From an optimization exercise on the open Yosys and OpenROAD flow, aimed at small area and a short achievable clock period; shortcuts taken in it are not production practice. At most, simulation tests tie the RTL to the original design; equivalence was not proved. No functional check of the RTL was part of run 2. Power figures rest on the tool's default switching activity, not on a simulated workload.

## flow/design.v (module list and top-level ports; edited modules follow where they fit)
// module dsconv_top: 1249 lines
// module dsconv_fa: 10 lines
// module dsconv_ha: 9 lines
module dsconv_top (
    input  wire        clk,
    input  wire        rst,
    input  wire        start,
    input  wire [47:0] input_pixels,         
    output wire [6:0]  input_pixel_addr,
    output wire [11:0] output_pixel,
    output wire [6:0]  output_pixel_addr,
    output wire [1:0]  output_filter,
    output wire        ready,
    output wire        done
);
  // ...
==> flow/flow/run.sh <==
#!/bin/bash
# The standard layout (the standard.sh: standard synthesis and the ORFS
# steps), with two changes to how it optimises, not to what it is given:
#  - repair_timing aims for 7.7 ns of setup slack at the 11 ns clock, so that
#    paths are sped up well below the clock period;
#  - the input and output port buffers are buf_2 cells, not the delay cells
#    buffer_ports would pick.
set -euo pipefail
bash standard.sh SETUP_SLACK_MARGIN=7.7 "BUFFER_PORTS_ARGS=-buffer_cell sky130_fd_sc_hd__buf_2" finish > standard.log 2>&1
==> flow/standard.sh <==
#!/bin/bash
# synth_recipe.tcl (not shown) runs the flow's synth.tcl, then flattens the netlist and writes it again
# the make line also repeats each setting of config.mk as NAME=value (left out here)
make -C /OpenROAD-flow-scripts/flow DESIGN_CONFIG=/design/flow/config.mk WORK_HOME=/design/flow/orfs CLKGATE_MAP_FILE= SYNTH_SCRIPT=/design/flow/synth_recipe.tcl "${@:-finish}"
==> flow/config.mk <==
export PLATFORM = sky130hd
export DESIGN_NAME = dsconv_top
export DESIGN_NICKNAME = dsconv_top
export VERILOG_FILES = /design/flow/design.v
export SDC_FILE = /design/flow/constraint.sdc
export NUM_CORES = 4
export LEC_CHECK = 0
export CAP_MARGIN = 20
export CORE_MARGIN = 2
export CORE_UTILIZATION = 65
export CTS_CLUSTER_DIAMETER = 100
export CTS_CLUSTER_SIZE = 30
export SLEW_MARGIN = 20
export SYNTH_HIERARCHICAL = 1
export SYNTH_MINIMUM_KEEP_SIZE = 0
==> flow/constraint.sdc <==
create_clock -name core_clock -period 11.0 [get_ports {clk}]
set_input_delay 2.2000 -clock core_clock [delete_from_list [all_inputs] [get_ports {clk}]]
set_output_delay 2.2000 -clock core_clock [all_outputs]
set_load 0.01 [all_outputs]
==> impl_metrics.json, run 1 <==
{
  "outcome": "no timing/DRC/antenna violations",
  "final-clk-cell-share": 0.0286,
  "root_buffer": "clkbuf_16",
  "tap_cells": 1488,
  "synth_area_leaders": "edfxtp_1 (67%), fa_1 (13%), dfxtp_1 (9.7%), ha_1 (3.0%), inv_1 (1.2%)",
  "total_power_mw": 16.5,
  "wl_met2_microns": 45700,
  "r2r_start": "dl[1494]$_DFFE_PP_",
  "critPathLaunch": "out_r[9]$_DFF_P_",
  "die_h_microns": 338,
  "postSynthRegisterBits": 1972,
  "synth.cells.most_frequent": "edfxtp_1 (1,620), fa_1 (475), dfxtp_1 (352), inv_1 (228), ha_1 (173)",
  "synthSimpleGateAreaFrac": 0.0210,
  "slew_violations": 0,
  "power_density_nw_per_um2": 212,
  "min_path_type": "register to register",
  "port_buffers": 80,
  "buf_share": 0.0133,
  "num-nonclk-buffers": 114,
  "via_count": 28300,
  "multi_input_area_share": 0.205,
  "largest_registers": "dl (1620), dwc (62), dws (62)",
  "p_comb_frac": 0.231,
  "grt_use_met1": 0.287,
  "switching_share": 0.274,
  "final_hold_viol_count": 0
}
==> run 2, diff against run 1 <==
--- a/flow/design.v
+++ b/flow/design.v
@@ -7,45 +7,50 @@
     output wire [6:0]  input_pixel_addr,
     output wire [11:0] output_pixel,
     output wire [6:0]  output_pixel_addr,
     output wire [1:0]  output_filter,
     output wire        ready,
     output wire        done
 );
     reg  [8:0] icnt;
+    reg  [1:0] ipass;     
     reg  [6:0] ia;
     reg        hold;      
     reg        done_r;
     wire       take = start && !hold;
     always @(posedge clk) begin
         if (rst) begin
-            icnt <= 9'd1;
-            ia   <= 7'd0;
+            icnt  <= 9'd1;
+            ipass <= 2'd0;
+            ia    <= 7'd0;
             hold <= 1'b0;
         end else begin
             if (take) begin
                 icnt <= icnt + 9'd1;
                 ia   <= icnt[6:0];
+                if (icnt[6:0] == 7'd0) ipass <= ipass + 2'd1;
             end
             if (hold) begin
                 if (done_r) hold <= 1'b0;
             end else if (take && icnt == 9'd0) begin
                 hold <= 1'b1;
             end
         end
     end
     assign input_pixel_addr = ia;
     reg [47:0]          x0;
     reg [34*48-1:0]      dl;     
     reg                 v1;
+    reg  [1:0]          f1;       
     reg [4-1:0]           v1e;
     integer i;
     always @(posedge clk) begin
         x0  <= input_pixels;
+        f1  <= ipass;
         v1  <= take && !rst;
         v1e <= {4{take && !rst}};
         for (i = 0; i < 48; i = i + 1) begin
             if (v1e[i / (48 / 4)]) dl[i] <= x0[i];
         end
         for (i = 48; i < 34*48; i = i + 1) begin
             if (v1e[(i % 48) / (48 / 4)]) dl[i] <= dl[i - 48];
         end
@@ -958,149 +963,153 @@
     dsconv_fa u_dw3_190 (.a(dw3_131), .b(dw3_162), .c(dw3_161), .s(dw3_190), .co(dw3_191));
     wire dw3_192, dw3_193;
     dsconv_fa u_dw3_192 (.a(dw3_135), .b(dw3_164), .c(dw3_163), .s(dw3_192), .co(dw3_193));
     wire dw3_194, dw3_195;
     dsconv_fa u_dw3_194 (.a(dw3_139), .b(dw3_166), .c(dw3_165), .s(dw3_194), .co(dw3_195));
     reg [16:0] dws [0:3];
     reg [16:0] dwc [0:3];
     reg        v2;
+    reg  [1:0] f2;      
     always @(posedge clk) begin
         dws[0] <= {1'b1, dw0_217, dw0_246, dw0_244, dw0_242, dw0_240, dw0_238, dw0_236, dw0_234, dw0_232, dw0_230, dw0_228, dw0_226, dw0_224, dw0_222, dw0_220, dw0_188};
         dwc[0] <= {1'b0, dw0_247, dw0_245, dw0_243, dw0_241, dw0_239, dw0_237, dw0_235, dw0_233, dw0_231, dw0_229, dw0_227, dw0_225, dw0_223, dw0_221, dw0_219, dw0_218};
         dws[1] <= {1'b1, 1'b1, dw1_167, dw1_194, dw1_192, dw1_190, dw1_188, dw1_186, dw1_184, dw1_182, dw1_180, dw1_178, dw1_176, dw1_174, dw1_172, dw1_170, dw1_140};
         dwc[1] <= {1'b0, 1'b0, dw1_195, dw1_193, dw1_191, dw1_189, dw1_187, dw1_185, dw1_183, dw1_181, dw1_179, dw1_177, dw1_175, dw1_173, dw1_171, dw1_169, dw1_168};
         dws[2] <= {1'b1, dw2_239, dw2_268, dw2_266, dw2_264, dw2_262, dw2_260, dw2_258, dw2_256, dw2_254, dw2_252, dw2_250, dw2_248, dw2_246, dw2_244, dw2_242, dw2_210};
         dwc[2] <= {1'b0, dw2_269, dw2_267, dw2_265, dw2_263, dw2_261, dw2_259, dw2_257, dw2_255, dw2_253, dw2_251, dw2_249, dw2_247, dw2_245, dw2_243, dw2_241, dw2_240};
         dws[3] <= {1'b1, 1'b1, dw3_167, dw3_194, dw3_192, dw3_190, dw3_188, dw3_186, dw3_184, dw3_182, dw3_180, dw3_178, dw3_176, dw3_174, dw3_172, dw3_170, dw3_140};
         dwc[3] <= {1'b0, 1'b0, dw3_195, dw3_193, dw3_191, dw3_189, dw3_187, dw3_185, dw3_183, dw3_181, dw3_179, dw3_177, dw3_175, dw3_173, dw3_171, dw3_169, dw3_168};
+        f2 <= f1;
         v2 <= v1 && !rst;
     end
     reg [4*12-1:0] u3;
     reg          v3;
+    reg  [3:0]   fsb;     
     reg [16:0]   dsum [0:3];
     integer c;
     always @(*) begin
         for (c = 0; c < 4; c = c + 1) dsum[c] = dws[c] + dwc[c];
     end
     always @(posedge clk) begin
         for (c = 0; c < 4; c = c + 1) begin
             if (dsum[c][16] != dsum[c][15]) u3[c*12 +: 12] <= dsum[c][16] ? 12'h000 : 12'hfff;
             else                          u3[c*12 +: 12] <= {~dsum[c][15], dsum[c][14:4]};
         end
+        fsb <= 4'b0001 << f2;
         v3 <= v2 && !rst;
     end
     reg  [8:0] oa;
     reg  [8:0] nx;
     reg  [3:0] fsel;
     reg  [1:0] nfb;
     reg        ready_r;
     reg        v4, v5, v6;
     wire pw_0, pw_1;
     dsconv_fa u_pw_0 (.a(((fsel[1] & u3[1]) | (fsel[2] & ~u3[1]) | (fsel[3] & u3[0]))), .b(((fsel[2] & ~u3[0]))), .c(((fsel[0] & ~u3[13]))), .s(pw_0), .co(pw_1));
     wire pw_2, pw_3;
     dsconv_fa u_pw_2 (.a(((fsel[0] & ~u3[0]) | (fsel[1] & u3[2]) | (fsel[2] & ~u3[2]) | (fsel[3] & u3[1]))), .b(((fsel[2] & ~u3[1]))), .c(((fsel[0] & ~u3[14]) | (fsel[1] & u3[12]) | (fsel[3] & ~u3[12]))), .s(pw_2), .co(pw_3));
     wire pw_4, pw_5;
-    dsconv_ha u_pw_4 (.a(((fsel[0] & u3[25]) | (fsel[1] & ~u3[25]) | (fsel[2] & u3[26]) | (fsel[3] & ~u3[26]))), .b(((fsel[2] & u3[25]))), .s(pw_4), .co(pw_5));
+    dsconv_ha u_pw_4 (.a(((fsb[0] & u3[25]) | (fsb[1] & ~u3[25]) | (fsb[2] & u3[26]) | (fsb[3] & ~u3[26]))), .b(((fsb[2] & u3[25]))), .s(pw_4), .co(pw_5));
     wire pw_6, pw_7;
     dsconv_fa u_pw_6 (.a(((fsel[0] & ~u3[1]) | (fsel[1] & u3[3]) | (fsel[2] & ~u3[3]) | (fsel[3] & u3[2]))), .b(((fsel[2] & ~u3[2]))), .c(((fsel[0] & ~u3[15]) | (fsel[1] & u3[13]) | (fsel[3] & ~u3[13]))), .s(pw_6), .co(pw_7));
     wire pw_8, pw_9;
-    dsconv_fa u_pw_8 (.a(((fsel[0] & u3[26]) | (fsel[1] & ~u3[26]) | (fsel[2] & u3[27]) | (fsel[3] & ~u3[27]))), .b(((fsel[2] & u3[26]))), .c(((fsel[0] & ~u3[37]) | (fsel[1] & u3[39]) | (fsel[2] & ~u3[39]) | (fsel[3] & u3[38]))), .s(pw_8), .co(pw_9));
+    dsconv_fa u_pw_8 (.a(((fsb[0] & u3[26]) | (fsb[1] & ~u3[26]) | (fsb[2] & u3[27]) | (fsb[3] & ~u3[27]))), .b(((fsb[2] & u3[26]))), .c(((fsb[0] & ~u3[37]) | (fsb[1] & u3[39]) | (fsb[2] & ~u3[39]) | (fsb[3] & u3[38]))), .s(pw_8), .co(pw_9));
     wire pw_10, pw_11;
     dsconv_fa u_pw_10 (.a(((fsel[0] & ~u3[2]) | (fsel[1] & u3[4]) | (fsel[2] & ~u3[4]) | (fsel[3] & u3[3]))), .b(((fsel[2] & ~u3[3]))), .c(((fsel[0] & ~u3[16]) | (fsel[1] & u3[14]) | (fsel[3] & ~u3[14]))), .s(pw_10), .co(pw_11));
     wire pw_12, pw_13;
-    dsconv_ha u_pw_12 (.a(((fsel[0] & u3[27]) | (fsel[1] & ~u3[27]) | (fsel[2] & u3[28]) | (fsel[3] & ~u3[28]))), .b(((fsel[2] & u3[27]))), .s(pw_12), .co(pw_13));
+    dsconv_ha u_pw_12 (.a(((fsb[0] & u3[27]) | (fsb[1] & ~u3[27]) | (fsb[2] & u3[28]) | (fsb[3] & ~u3[28]))), .b(((fsb[2] & u3[27]))), .s(pw_12), .co(pw_13));
     wire pw_14, pw_15;
     dsconv_fa u_pw_14 (.a(((fsel[0] & ~u3[3]) | (fsel[1] & u3[5]) | (fsel[2] & ~u3[5]) | (fsel[3] & u3[4]))), .b(((fsel[2] & ~u3[4]))), .c(((fsel[0] & ~u3[17]) | (fsel[1] & u3[15]) | (fsel[3] & ~u3[15]))), .s(pw_14), .co(pw_15));
     wire pw_16, pw_17;
-    dsconv_ha u_pw_16 (.a(((fsel[0] & u3[28]) | (fsel[1] & ~u3[28]) | (fsel[2] & u3[29]) | (fsel[3] & ~u3[29]))), .b(((fsel[2] & u3[28]))), .s(pw_16), .co(pw_17));
+    dsconv_ha u_pw_16 (.a(((fsb[0] & u3[28]) | (fsb[1] & ~u3[28]) | (fsb[2] & u3[29]) | (fsb[3] & ~u3[29]))), .b(((fsb[2] & u3[28]))), .s(pw_16), .co(pw_17));
     wire pw_18, pw_19;
     dsconv_fa u_pw_18 (.a(((fsel[0] & ~u3[4]) | (fsel[1] & u3[6]) | (fsel[2] & ~u3[6]) | (fsel[3] & u3[5]))), .b(((fsel[2] & ~u3[5]))), .c(((fsel[0] & ~u3[18]) | (fsel[1] & u3[16]) | (fsel[3] & ~u3[16]))), .s(pw_18), .co(pw_19));
     wire pw_20, pw_21;
-    dsconv_ha u_pw_20 (.a(((fsel[0] & u3[29]) | (fsel[1] & ~u3[29]) | (fsel[2] & u3[30]) | (fsel[3] & ~u3[30]))), .b(((fsel[2] & u3[29]))), .s(pw_20), .co(pw_21));
+    dsconv_ha u_pw_20 (.a(((fsb[0] & u3[29]) | (fsb[1] & ~u3[29]) | (fsb[2] & u3[30]) | (fsb[3] & ~u3[30]))), .b(((fsb[2] & u3[29]))), .s(pw_20), .co(pw_21));
     wire pw_22, pw_23;
     dsconv_fa u_pw_22 (.a(((fsel[0] & ~u3[5]) | (fsel[1] & u3[7]) | (fsel[2] & ~u3[7]) | (fsel[3] & u3[6]))), .b(((fsel[2] & ~u3[6]))), .c(((fsel[0] & ~u3[19]) | (fsel[1] & u3[17]) | (fsel[3] & ~u3[17]))), .s(pw_22), .co(pw_23));
     wire pw_24, pw_25;
-    dsconv_ha u_pw_24 (.a(((fsel[0] & u3[30]) | (fsel[1] & ~u3[30]) | (fsel[2] & u3[31]) | (fsel[3] & ~u3[31]))), .b(((fsel[2] & u3[30]))), .s(pw_24), .co(pw_25));
+    dsconv_ha u_pw_24 (.a(((fsb[0] & u3[30]) | (fsb[1] & ~u3[30]) | (fsb[2] & u3[31]) | (fsb[3] & ~u3[31]))), .b(((fsb[2] & u3[30]))), .s(pw_24), .co(pw_25));
     wire pw_26, pw_27;
     dsconv_fa u_pw_26 (.a(((fsel[0] & ~u3[6]) | (fsel[1] & u3[8]) | (fsel[2] & ~u3[8]) | (fsel[3] & u3[7]))), .b(((fsel[2] & ~u3[7]))), .c(((fsel[0] & ~u3[20]) | (fsel[1] & u3[18]) | (fsel[3] & ~u3[18]))), .s(pw_26), .co(pw_27));
     wire pw_28, pw_29;
-    dsconv_ha u_pw_28 (.a(((fsel[0] & u3[31]) | (fsel[1] & ~u3[31]) | (fsel[2] & u3[32]) | (fsel[3] & ~u3[32]))), .b(((fsel[2] & u3[31]))), .s(pw_28), .co(pw_29));
+    dsconv_ha u_pw_28 (.a(((fsb[0] & u3[31]) | (fsb[1] & ~u3[31]) | (fsb[2] & u3[32]) | (fsb[3] & ~u3[32]))), .b(((fsb[2] & u3[31]))), .s(pw_28), .co(pw_29));
     wire pw_30, pw_31;
     dsconv_fa u_pw_30 (.a(((fsel[0] & ~u3[7]) | (fsel[1] & u3[9]) | (fsel[2] & ~u3[9]) | (fsel[3] & u3[8]))), .b(((fsel[2] & ~u3[8]))), .c(((fsel[0] & ~u3[21]) | (fsel[1] & u3[19]) | (fsel[3] & ~u3[19]))), .s(pw_30), .co(pw_31));
     wire pw_32, pw_33;
-    dsconv_ha u_pw_32 (.a(((fsel[0] & u3[32]) | (fsel[1] & ~u3[32]) | (fsel[2] & u3[33]) | (fsel[3] & ~u3[33]))), .b(((fsel[2] & u3[32]))), .s(pw_32), .co(pw_33));
+    dsconv_ha u_pw_32 (.a(((fsb[0] & u3[32]) | (fsb[1] & ~u3[32]) | (fsb[2] & u3[33]) | (fsb[3] & ~u3[33]))), .b(((fsb[2] & u3[32]))), .s(pw_32), .co(pw_33));
     wire pw_34, pw_35;
     dsconv_fa u_pw_34 (.a(((fsel[0] & ~u3[8]) | (fsel[1] & u3[10]) | (fsel[2] & ~u3[10]) | (fsel[3] & u3[9]))), .b(((fsel[2] & ~u3[9]))), .c(((fsel[0] & ~u3[22]) | (fsel[1] & u3[20]) | (fsel[3] & ~u3[20]))), .s(pw_34), .co(pw_35));
     wire pw_36, pw_37;
-    dsconv_ha u_pw_36 (.a(((fsel[0] & u3[33]) | (fsel[1] & ~u3[33]) | (fsel[2] & u3[34]) | (fsel[3] & ~u3[34]))), .b(((fsel[2] & u3[33]))), .s(pw_36), .co(pw_37));
+    dsconv_ha u_pw_36 (.a(((fsb[0] & u3[33]) | (fsb[1] & ~u3[33]) | (fsb[2] & u3[34]) | (fsb[3] & ~u3[34]))), .b(((fsb[2] & u3[33]))), .s(pw_36), .co(pw_37));
     wire pw_38, pw_39;
     dsconv_fa u_pw_38 (.a(((fsel[0] & ~u3[9]) | (fsel[1] & u3[11]) | (fsel[2] & ~u3[11]) | (fsel[3] & u3[10]))), .b(((fsel[2] & ~u3[10]))), .c(((fsel[0] & ~u3[23]) | (fsel[1] & u3[21]) | (fsel[3] & ~u3[21]))), .s(pw_38), .co(pw_39));
     wire pw_40, pw_41;
-    dsconv_fa u_pw_40 (.a(((fsel[0] & u3[34]) | (fsel[1] & ~u3[34]) | (fsel[2] & u3[35]) | (fsel[3] & ~u3[35]))), .b(((fsel[2] & u3[34]))), .c(((fsel[0] & ~u3[45]) | (fsel[1] & u3[47]) | (fsel[2] & ~u3[47]) | (fsel[3] & u3[46]))), .s(pw_40), .co(pw_41));
+    dsconv_fa u_pw_40 (.a(((fsb[0] & u3[34]) | (fsb[1] & ~u3[34]) | (fsb[2] & u3[35]) | (fsb[3] & ~u3[35]))), .b(((fsb[2] & u3[34]))), .c(((fsb[0] & ~u3[45]) | (fsb[1] & u3[47]) | (fsb[2] & ~u3[47]) | (fsb[3] & u3[46]))), .s(pw_40), .co(pw_41));
     wire pw_42, pw_43;
     dsconv_fa u_pw_42 (.a(((fsel[0] & ~u3[10]) | (fsel[3] & u3[11]))), .b(((fsel[2] & ~u3[11]))), .c(((fsel[1] & u3[22]) | (fsel[3] & ~u3[22]))), .s(pw_42), .co(pw_43));
     wire pw_44, pw_45;
-    dsconv_fa u_pw_44 (.a(((fsel[0] & u3[35]) | (fsel[1] & ~u3[35]))), .b(((fsel[2] & u3[35]))), .c(((fsel[0] & ~u3[46]) | (fsel[3] & u3[47]))), .s(pw_44), .co(pw_45));
+    dsconv_fa u_pw_44 (.a(((fsb[0] & u3[35]) | (fsb[1] & ~u3[35]))), .b(((fsb[2] & u3[35]))), .c(((fsb[0] & ~u3[46]) | (fsb[3] & u3[47]))), .s(pw_44), .co(pw_45));
     wire pw_46, pw_47;
     dsconv_ha u_pw_46 (.a(((fsel[1] & u3[0]) | (fsel[2] & ~u3[0]))), .b(((fsel[0] & ~u3[12]))), .s(pw_46), .co(pw_47));
     wire pw_48, pw_49;
-    dsconv_fa u_pw_48 (.a(((fsel[0] & u3[24]) | (fsel[1] & ~u3[24]) | (fsel[2] & u3[25]) | (fsel[3] & ~u3[25]))), .b(((fsel[2] & u3[24]))), .c(((fsel[1] & u3[37]) | (fsel[2] & ~u3[37]) | (fsel[3] & u3[36]))), .s(pw_48), .co(pw_49));
+    dsconv_fa u_pw_48 (.a(((fsb[0] & u3[24]) | (fsb[1] & ~u3[24]) | (fsb[2] & u3[25]) | (fsb[3] & ~u3[25]))), .b(((fsb[2] & u3[24]))), .c(((fsb[1] & u3[37]) | (fsb[2] & ~u3[37]) | (fsb[3] & u3[36]))), .s(pw_48), .co(pw_49));
     wire pw_50, pw_51;
-    dsconv_ha u_pw_50 (.a(((fsel[2] & ~u3[36]))), .b((fsel[1] | fsel[2])), .s(pw_50), .co(pw_51));
+    dsconv_ha u_pw_50 (.a(((fsb[2] & ~u3[36]))), .b((fsel[1] | fsel[2])), .s(pw_50), .co(pw_51));
     wire pw_52, pw_53;
-    dsconv_fa u_pw_52 (.a(((fsel[0] & ~u3[36]) | (fsel[1] & u3[38]) | (fsel[2] & ~u3[38]) | (fsel[3] & u3[37]))), .b(((fsel[2] & ~u3[37]))), .c((fsel[2] | fsel[3])), .s(pw_52), .co(pw_53));
+    dsconv_fa u_pw_52 (.a(((fsb[0] & ~u3[36]) | (fsb[1] & u3[38]) | (fsb[2] & ~u3[38]) | (fsb[3] & u3[37]))), .b(((fsb[2] & ~u3[37]))), .c((fsel[2] | fsel[3])), .s(pw_52), .co(pw_53));
     wire pw_54, pw_55;
     dsconv_fa u_pw_54 (.a(pw_2), .b(pw_4), .c(pw_1), .s(pw_54), .co(pw_55));
     wire pw_56, pw_57;
-    dsconv_fa u_pw_56 (.a(((fsel[2] & ~u3[38]))), .b((fsel[0])), .c(pw_6), .s(pw_56), .co(pw_57));
+    dsconv_fa u_pw_56 (.a(((fsb[2] & ~u3[38]))), .b((fsel[0])), .c(pw_6), .s(pw_56), .co(pw_57));
     wire pw_58, pw_59;
     dsconv_fa u_pw_58 (.a(pw_8), .b(pw_3), .c(pw_5), .s(pw_58), .co(pw_59));
     wire pw_60, pw_61;
-    dsconv_fa u_pw_60 (.a(((fsel[0] & ~u3[38]) | (fsel[1] & u3[40]) | (fsel[2] & ~u3[40]) | (fsel[3] & u3[39]))), .b(((fsel[2] & ~u3[39]))), .c(pw_10), .s(pw_60), .co(pw_61));
+    dsconv_fa u_pw_60 (.a(((fsb[0] & ~u3[38]) | (fsb[1] & u3[40]) | (fsb[2] & ~u3[40]) | (fsb[3] & u3[39]))), .b(((fsb[2] & ~u3[39]))), .c(pw_10), .s(pw_60), .co(pw_61));
     wire pw_62, pw_63;
     dsconv_fa u_pw_62 (.a(pw_12), .b(pw_7), .c(pw_9), .s(pw_62), .co(pw_63));
     wire pw_64, pw_65;
-    dsconv_fa u_pw_64 (.a(((fsel[0] & ~u3[39]) | (fsel[1] & u3[41]) | (fsel[2] & ~u3[41]) | (fsel[3] & u3[40]))), .b(((fsel[2] & ~u3[40]))), .c(pw_14), .s(pw_64), .co(pw_65));
+    dsconv_fa u_pw_64 (.a(((fsb[0] & ~u3[39]) | (fsb[1] & u3[41]) | (fsb[2] & ~u3[41]) | (fsb[3] & u3[40]))), .b(((fsb[2] & ~u3[40]))), .c(pw_14), .s(pw_64), .co(pw_65));
     wire pw_66, pw_67;
     dsconv_fa u_pw_66 (.a(pw_16), .b(pw_11), .c(pw_13), .s(pw_66), .co(pw_67));
     wire pw_68, pw_69;
-    dsconv_fa u_pw_68 (.a(((fsel[0] & ~u3[40]) | (fsel[1] & u3[42]) | (fsel[2] & ~u3[42]) | (fsel[3] & u3[41]))), .b(((fsel[2] & ~u3[41]))), .c(pw_18), .s(pw_68), .co(pw_69));
+    dsconv_fa u_pw_68 (.a(((fsb[0] & ~u3[40]) | (fsb[1] & u3[42]) | (fsb[2] & ~u3[42]) | (fsb[3] & u3[41]))), .b(((fsb[2] & ~u3[41]))), .c(pw_18), .s(pw_68), .co(pw_69));
     wire pw_70, pw_71;
     dsconv_fa u_pw_70 (.a(pw_20), .b(pw_15), .c(pw_17), .s(pw_70), .co(pw_71));
     wire pw_72, pw_73;
-    dsconv_fa u_pw_72 (.a(((fsel[0] & ~u3[41]) | (fsel[1] & u3[43]) | (fsel[2] & ~u3[43]) | (fsel[3] & u3[42]))), .b(((fsel[2] & ~u3[42]))), .c(pw_22), .s(pw_72), .co(pw_73));
+    dsconv_fa u_pw_72 (.a(((fsb[0] & ~u3[41]) | (fsb[1] & u3[43]) | (fsb[2] & ~u3[43]) | (fsb[3] & u3[42]))), .b(((fsb[2] & ~u3[42]))), .c(pw_22), .s(pw_72), .co(pw_73));
     wire pw_74, pw_75;
     dsconv_fa u_pw_74 (.a(pw_24), .b(pw_19), .c(pw_21), .s(pw_74), .co(pw_75));
     wire pw_76, pw_77;
-    dsconv_fa u_pw_76 (.a(((fsel[0] & ~u3[42]) | (fsel[1] & u3[44]) | (fsel[2] & ~u3[44]) | (fsel[3] & u3[43]))), .b(((fsel[2] & ~u3[43]))), .c(pw_26), .s(pw_76), .co(pw_77));
+    dsconv_fa u_pw_76 (.a(((fsb[0] & ~u3[42]) | (fsb[1] & u3[44]) | (fsb[2] & ~u3[44]) | (fsb[3] & u3[43]))), .b(((fsb[2] & ~u3[43]))), .c(pw_26), .s(pw_76), .co(pw_77));
     wire pw_78, pw_79;
     dsconv_fa u_pw_78 (.a(pw_28), .b(pw_23), .c(pw_25), .s(pw_78), .co(pw_79));
     wire pw_80, pw_81;
-    dsconv_fa u_pw_80 (.a(((fsel[0] & ~u3[43]) | (fsel[1] & u3[45]) | (fsel[2] & ~u3[45]) | (fsel[3] & u3[44]))), .b(((fsel[2] & ~u3[44]))), .c(pw_30), .s(pw_80), .co(pw_81));
+    dsconv_fa u_pw_80 (.a(((fsb[0] & ~u3[43]) | (fsb[1] & u3[45]) | (fsb[2] & ~u3[45]) | (fsb[3] & u3[44]))), .b(((fsb[2] & ~u3[44]))), .c(pw_30), .s(pw_80), .co(pw_81));
     wire pw_82, pw_83;
     dsconv_fa u_pw_82 (.a(pw_32), .b(pw_27), .c(pw_29), .s(pw_82), .co(pw_83));
     wire pw_84, pw_85;
-    dsconv_fa u_pw_84 (.a(((fsel[0] & ~u3[44]) | (fsel[1] & u3[46]) | (fsel[2] & ~u3[46]) | (fsel[3] & u3[45]))), .b(((fsel[2] & ~u3[45]))), .c(pw_34), .s(pw_84), .co(pw_85));
+    dsconv_fa u_pw_84 (.a(((fsb[0] & ~u3[44]) | (fsb[1] & u3[46]) | (fsb[2] & ~u3[46]) | (fsb[3] & u3[45]))), .b(((fsb[2] & ~u3[45]))), .c(pw_34), .s(pw_84), .co(pw_85));
     wire pw_86, pw_87;
     dsconv_fa u_pw_86 (.a(pw_36), .b(pw_31), .c(pw_33), .s(pw_86), .co(pw_87));
     wire pw_88, pw_89;
-    dsconv_fa u_pw_88 (.a(((fsel[2] & ~u3[46]))), .b((fsel[0] | fsel[2] | fsel[3])), .c(pw_38), .s(pw_88), .co(pw_89));
+    dsconv_fa u_pw_88 (.a(((fsb[2] & ~u3[46]))), .b((fsel[0] | fsel[2] | fsel[3])), .c(pw_38), .s(pw_88), .co(pw_89));
     wire pw_90, pw_91;
     dsconv_fa u_pw_90 (.a(pw_40), .b(pw_35), .c(pw_37), .s(pw_90), .co(pw_91));
     wire pw_92, pw_93;
-    dsconv_fa u_pw_92 (.a(((fsel[2] & ~u3[47]))), .b((fsel[2] | fsel[3])), .c(pw_42), .s(pw_92), .co(pw_93));
+    dsconv_fa u_pw_92 (.a(((fsb[2] & ~u3[47]))), .b((fsel[2] | fsel[3])), .c(pw_42), .s(pw_92), .co(pw_93));
     wire pw_94, pw_95;
     dsconv_fa u_pw_94 (.a(pw_44), .b(pw_39), .c(pw_41), .s(pw_94), .co(pw_95));
     wire pw_96, pw_97;
-    dsconv_fa u_pw_96 (.a(((fsel[0] & ~u3[11]))), .b(((fsel[1] & u3[23]) | (fsel[3] & ~u3[23]))), .c(((fsel[0] & ~u3[47]))), .s(pw_96), .co(pw_97));
+    dsconv_fa u_pw_96 (.a(((fsel[0] & ~u3[11]))), .b(((fsel[1] & u3[23]) | (fsel[3] & ~u3[23]))), .c(((fsb[0] & ~u3[47]))), .s(pw_96), .co(pw_97));
     wire pw_98, pw_99;
     dsconv_fa u_pw_98 (.a((fsel[0] | fsel[2] | fsel[3])), .b(pw_43), .c(pw_45), .s(pw_98), .co(pw_99));
     wire pw_100, pw_101;
-    dsconv_ha u_pw_100 (.a(((fsel[2] & u3[24]) | (fsel[3] & ~u3[24]))), .b(((fsel[1] & u3[36]) | (fsel[2] & ~u3[36]))), .s(pw_100), .co(pw_101));
+    dsconv_ha u_pw_100 (.a(((fsb[2] & u3[24]) | (fsb[3] & ~u3[24]))), .b(((fsb[1] & u3[36]) | (fsb[2] & ~u3[36]))), .s(pw_100), .co(pw_101));
     wire pw_102, pw_103;
     dsconv_fa u_pw_102 (.a(pw_0), .b(pw_48), .c(pw_50), .s(pw_102), .co(pw_103));
     wire pw_104, pw_105;
     dsconv_fa u_pw_104 (.a(pw_52), .b(pw_54), .c(pw_49), .s(pw_104), .co(pw_105));
     wire pw_106, pw_107;
     dsconv_fa u_pw_106 (.a(pw_56), .b(pw_58), .c(pw_53), .s(pw_106), .co(pw_107));
     wire pw_108, pw_109;
     dsconv_fa u_pw_108 (.a(pw_60), .b(pw_62), .c(pw_57), .s(pw_108), .co(pw_109));
@@ -1209,26 +1218,29 @@
     wire bn_38, bn_39;
     dsconv_fa u_bn_38 (.a(nfb[1]), .b(bn_16), .c(bn_15), .s(bn_38), .co(bn_39));
     wire bn_40, bn_41;
     dsconv_fa u_bn_40 (.a(nfb[1]), .b(bn_18), .c(bn_17), .s(bn_40), .co(bn_41));
     wire bn_42, bn_43;
     dsconv_fa u_bn_42 (.a(((~nfb[1] & p5[9]) | (nfb[1] & p5[10]))), .b(nfb[1]), .c(bn_19), .s(bn_42), .co(bn_43));
     wire bn_44, bn_45;
     dsconv_ha u_bn_44 (.a(((~nfb[1] & p5[10]))), .b(nfb[1]), .s(bn_44), .co(bn_45));
-    reg [14:0] bns, bnc;
+    wire bn_c3 = (bn_22 & bn_21) | ((bn_22 ^ bn_21) & ((~nfb[0] & bn_20) | ((~nfb[0] ^ bn_20) & (~nfb[0] & p5[0]) & 1'b0)));
+    reg [14:3] bns, bnc;
+    reg        bnci;
     always @(posedge clk) begin
-        bns <= {nfb[1], bn_44, bn_42, bn_40, bn_38, bn_36, bn_34, bn_32, bn_30, bn_28, bn_26, bn_24, bn_22, ~nfb[0], (~nfb[0] & p5[0])};
-        bnc <= {bn_45, bn_43, bn_41, bn_39, bn_37, bn_35, bn_33, bn_31, bn_29, bn_27, bn_25, bn_23, bn_21, bn_20, 1'b0};
+        bns  <= {nfb[1], bn_44, bn_42, bn_40, bn_38, bn_36, bn_34, bn_32, bn_30, bn_28, bn_26, bn_24};
+        bnc  <= {bn_45, bn_43, bn_41, bn_39, bn_37, bn_35, bn_33, bn_31, bn_29, bn_27, bn_25, bn_23};
+        bnci <= bn_c3;
         v6  <= v5 && !rst;
     end
-    wire [14:0] t7 = bns + bnc;
+    wire [14:3] t7 = bns + bnc + bnci;
     reg  [11:0] out_r;
     always @(posedge clk) begin
-        out_r <= t7[14:3];
+        out_r <= t7;
         if (rst) begin
             oa      <= 9'd511;
             nx      <= 9'd0;
             fsel    <= 4'b1000;
             nfb     <= 2'b00;
             ready_r <= 1'b0;
             done_r  <= 1'b0;
         end else begin
==> run 2 against run 1 <==
Critical path depth did not move. Wire length decreased by 0.93%. Clock skew rose by 0.0034 ns.
==> impl_metrics.json, run 2 <==
{
  "outcome": "no timing/DRC/antenna violations",
  "finalCriticalPeriod_ns": 3.42,
  "synth_most_common_cell": "edfxtp_1",
  "mostFrequentLayoutCells": "edfxtp_1 (1,620), fa_1 (477), dfxtp_1 (329)",
  "clock_skew_ns": 0.0348,
  "layoutNonFillerInstCount": 5308,
  "slew_violations": 0,
  "drv_cap": 0,
  "grt_pass1_wl_microns": 159000,
  "power_density_nw_per_um2": 213,
  "cp.required_ns": 8.80,
  "path_cells": "buf_6",
  "relSlewSlack": 0.188,
  "initial_core_util": 0.657,
  "grt_pass1_vias": 29900,
  "ys_seq_area_frac": 0.766,
  "postCtsHoldBufs": 0,
  "synth_top_area_share": 0.667,
  "final_common_cell": "edfxtp_1",
  "rsz0062_at_grt": "true",
  "viasPerCell": 5.37,
  "fin_util": 0.701,
  "placed_area_sq_um": 75300,
  "syn_area_sq_um": 72900,
  "max_freq_ghz": 0.292,
  "synthCells": 3593,
  "via_count": 28500,
  "cts_tree": "built",
  "avgRoutedWirePerCell_microns": 18.4,
  "tightest_slew_ns": 1.22,
  "dr.pass1.iters": 8,
  "largest_reg_flops": 1620,
  "antenna_found_initial": 1,
  "max_stage_delay_ns": 0.41,
  "dp_hpwl_microns": 62800,
  "synth_edf_count": 1620,
  "cts.sink_count": 1979,
  "final_hold_viol_count": 0,
  "gp_congestion": 0.850,
  "avgSynthCellArea_sq_um": 20.3,
  "synth.largest_area_cell": "edfxtp_1",
  "cpMaxStageDelayCell": "dfxtp_4",
  "syn2layout_area_growth_pct": 6.74,
  "largest_registers": "dl (1620), dwc (62), dws (62)",
  "drc": 0,
  "synth.yosys.warnings": 10,
  "worst-path-buf-inv": 1,
  "start_kind": "register",
  "die_h_microns": 339,
  "postSynthRegisterBits": 1979,
  "wl_microns": 97800,
  "die-area_sq_um": 115000,
  "min_from": "f1[1]$_DFF_P_",
  "root_buffer": "clkbuf_16",
  "numCtsBuffers": 76,
  "clock_latency_ns": 0.70,
  "ir_worst_vdd_mv": 0.150,
  "cp-end-kind": "primary output",
  "grt_max_degree": 207,
  "fin_area_sq_um": 77800,
  "ant_nets": 0,
  "setup_viol_count_final": 0,
  "htree_levels": 3,
  "netlist-cell-type-count": 61,
  "placed_cells": 5162,
  "regMostFlops": "dl",
  "crit_arrival_ns": 1.22,
  "fin_crit_sh": 0.311,
  "port_buffers": 80,
  "async_flop_share": 0,
  "die_w_microns": 339,
  "fin_nets": 4456,
  "path_delay_family": "flip-flops",
  "critical_path_class": "register to primary output",
  "r2r_start": "fsel[0]$_SDFFE_PP0P_",
  "p_leak_nw": 27.8,
  "grt_use_total": 0.175,
  "critPathLaunch": "done_r$_SDFF_PP0_",
  "path_clk_slew_ns": 0.11,
  "core_sq_um": 111000,
  "drt_iter0_markers": 2285,
  "drive_gt1_frac": 0.0623,
  "critPathMaxFanout": 2,
  "rows": 122,
  "grt_remaining_overflow": 0,
  "synth.cells.most_frequent": "edfxtp_1 (1,620), fa_1 (477), dfxtp_1 (359), inv_1 (231), ha_1 (172)",
  "synth_area_leaders": "edfxtp_1 (67%), fa_1 (13%), dfxtp_1 (9.9%), ha_1 (3.0%), inv_1 (1.2%)",
  "clk_path_buf_depth": 3,
  "synth-main-ff-cell": "edfxtp_1",
  "ios": 81,
  "min_path_type": "register to register"
}
-- run 2: cell count changes after synthesis, sizes merged, moves of 6 or more --
cell and change:
a21o +8, a21oi +21, and2 +16, and3 +7
dfxtp +7, mux2i +13, nand2 -8, nor2b +10
o211ai -6, o221ai -11, xnor2 -6
-- run 2: power breakdown --
| group | switching [mW] | internal, mW | leakage (nW) |
|---|---|---|---|
| clock network | 2.08 | 1.37 | 1.08 |
| registers | 0.351 | 8.92 | 18.2 |
| logic | 2.11 | 1.71 | 8.52 |
-- run 2: layout make-up --
cell class	instances	area, sq um
diodes	1	2.50
multi-input cells	1371	16100
well taps	1488	1860
inverters	231	871
repair inverters	1	7.51
clock inverters	9	144
clock buffers	132	2130
repair buffers	96	757
fillers	6908	33200
flip-flops and latches	1979	55900
-- run 2: worst paths after layout --
path / endpoint / slack (ns) / cells after the start
worst max-delay path: done / 7.58 / 1
worst min-delay path: f2[1]$_DFF_P_ / 0.36 / 0
worst max register to register: pws[4]$_DFF_P_ / 7.80 / 6
worst min register to register: f2[1]$_DFF_P_ / 0.36 / 0
-- run 2: per-module statistics from Yosys, one instance, submodules excluded --
module      copies in the design  cell area, sq um
dsconv_top                     1             62300
dsconv_ha                     84              12.5
dsconv_fa                    475              20.0
-- run 2: metrics by stage --
| step | setup TNS, ns | hold slack, ns | worst slack [ns] | power, mW |
|---|---|---|---|---|
| finish | 0 | 0.357 | 7.58 | 16.6 |
| global route | 0 | 0.363 | 7.52 | 17.6 |
| CTS | 0 | 0.358 | 7.52 | 16.8 |
| detailed placement | 0 | 0.332 | 7.16 | 13.3 |
| global placement | 0 | 0.323 | 7.28 | 13.2 |
| floorplan | -1382.17 | 0.310 | -0.853 | 12.3 |
-- run 2: logic make-up (layout without fill, tap and decap cells) --
kind of cell | count (synthesis) | in the layout | share of synthesized area
DFF | 1979 | 1979 | 0.766
other | 1 | 22 | 0.0000514
and+or+nand+nor | 321 | 321 | 0.0225
AOI/OAI and AO/OA | 279 | 279 | 0.0243
buffers and inverters | 263 | 469 | 0.0135
xor gates and xnor gates | 59 | 59 | 0.00709
adders and majority gates | 651 | 651 | 0.161
muxes | 40 | 40 | 0.00575
-- run 2: per-layer routing --
| layer | share of wire | up-vias | GRT usage |
|---|---|---|---|
| met1 | 0.49 | 14800 | 0.278 |
| met4 | 0.021 | 0 | 0.0403 |
| li1 | - | 13200 | - |
| met5 | 0 | - | 0 |
| met2 | 0.46 | 351 | 0.265 |
| met3 | 0.030 | 130 | 0.0257 |
-- run 2: repair_timing --
action / in CTS / in global routing
resized for setup: 51 / 14
setup buffers: 3 / 0
cloned: 1 / 0
setup endpoints to repair: 147 / 794

==> what the ideal ports hide <==
The flow's constraints put no driver on any port. The routed layouts listed below were extracted and timed again, unchanged, in two steps.
Step 1, drivers: a clkbuf_16 drives clk and a buf_2 each remaining input, both assumed.
Step 2 times the ports against the registers' clock, not the clock port: input delays grow and output delays shrink by t, the midpoint of the rising clock arrivals with the driver on.
Three values: no drivers, after step 1, after step 2; two values: the first two.
| run | shift t [ns] | slack for setup (ns) | worst setup path at the end | slew at the worst register clock pin (ns) |
|---|---|---|---|---|
| run 1 | 0.746 | 7.643 / 7.568 / 7.201 | input to register | 0.12 / 0.12 |
| run 2 | 0.759 | 7.579 / 7.507 / 7.120 | input to register | 0.11 / 0.11 |
After both steps setup and hold are still met in every run listed. The setup slack of run 2, which loses most, moves by -0.072 ns with the drivers and by -0.459 ns with both steps.
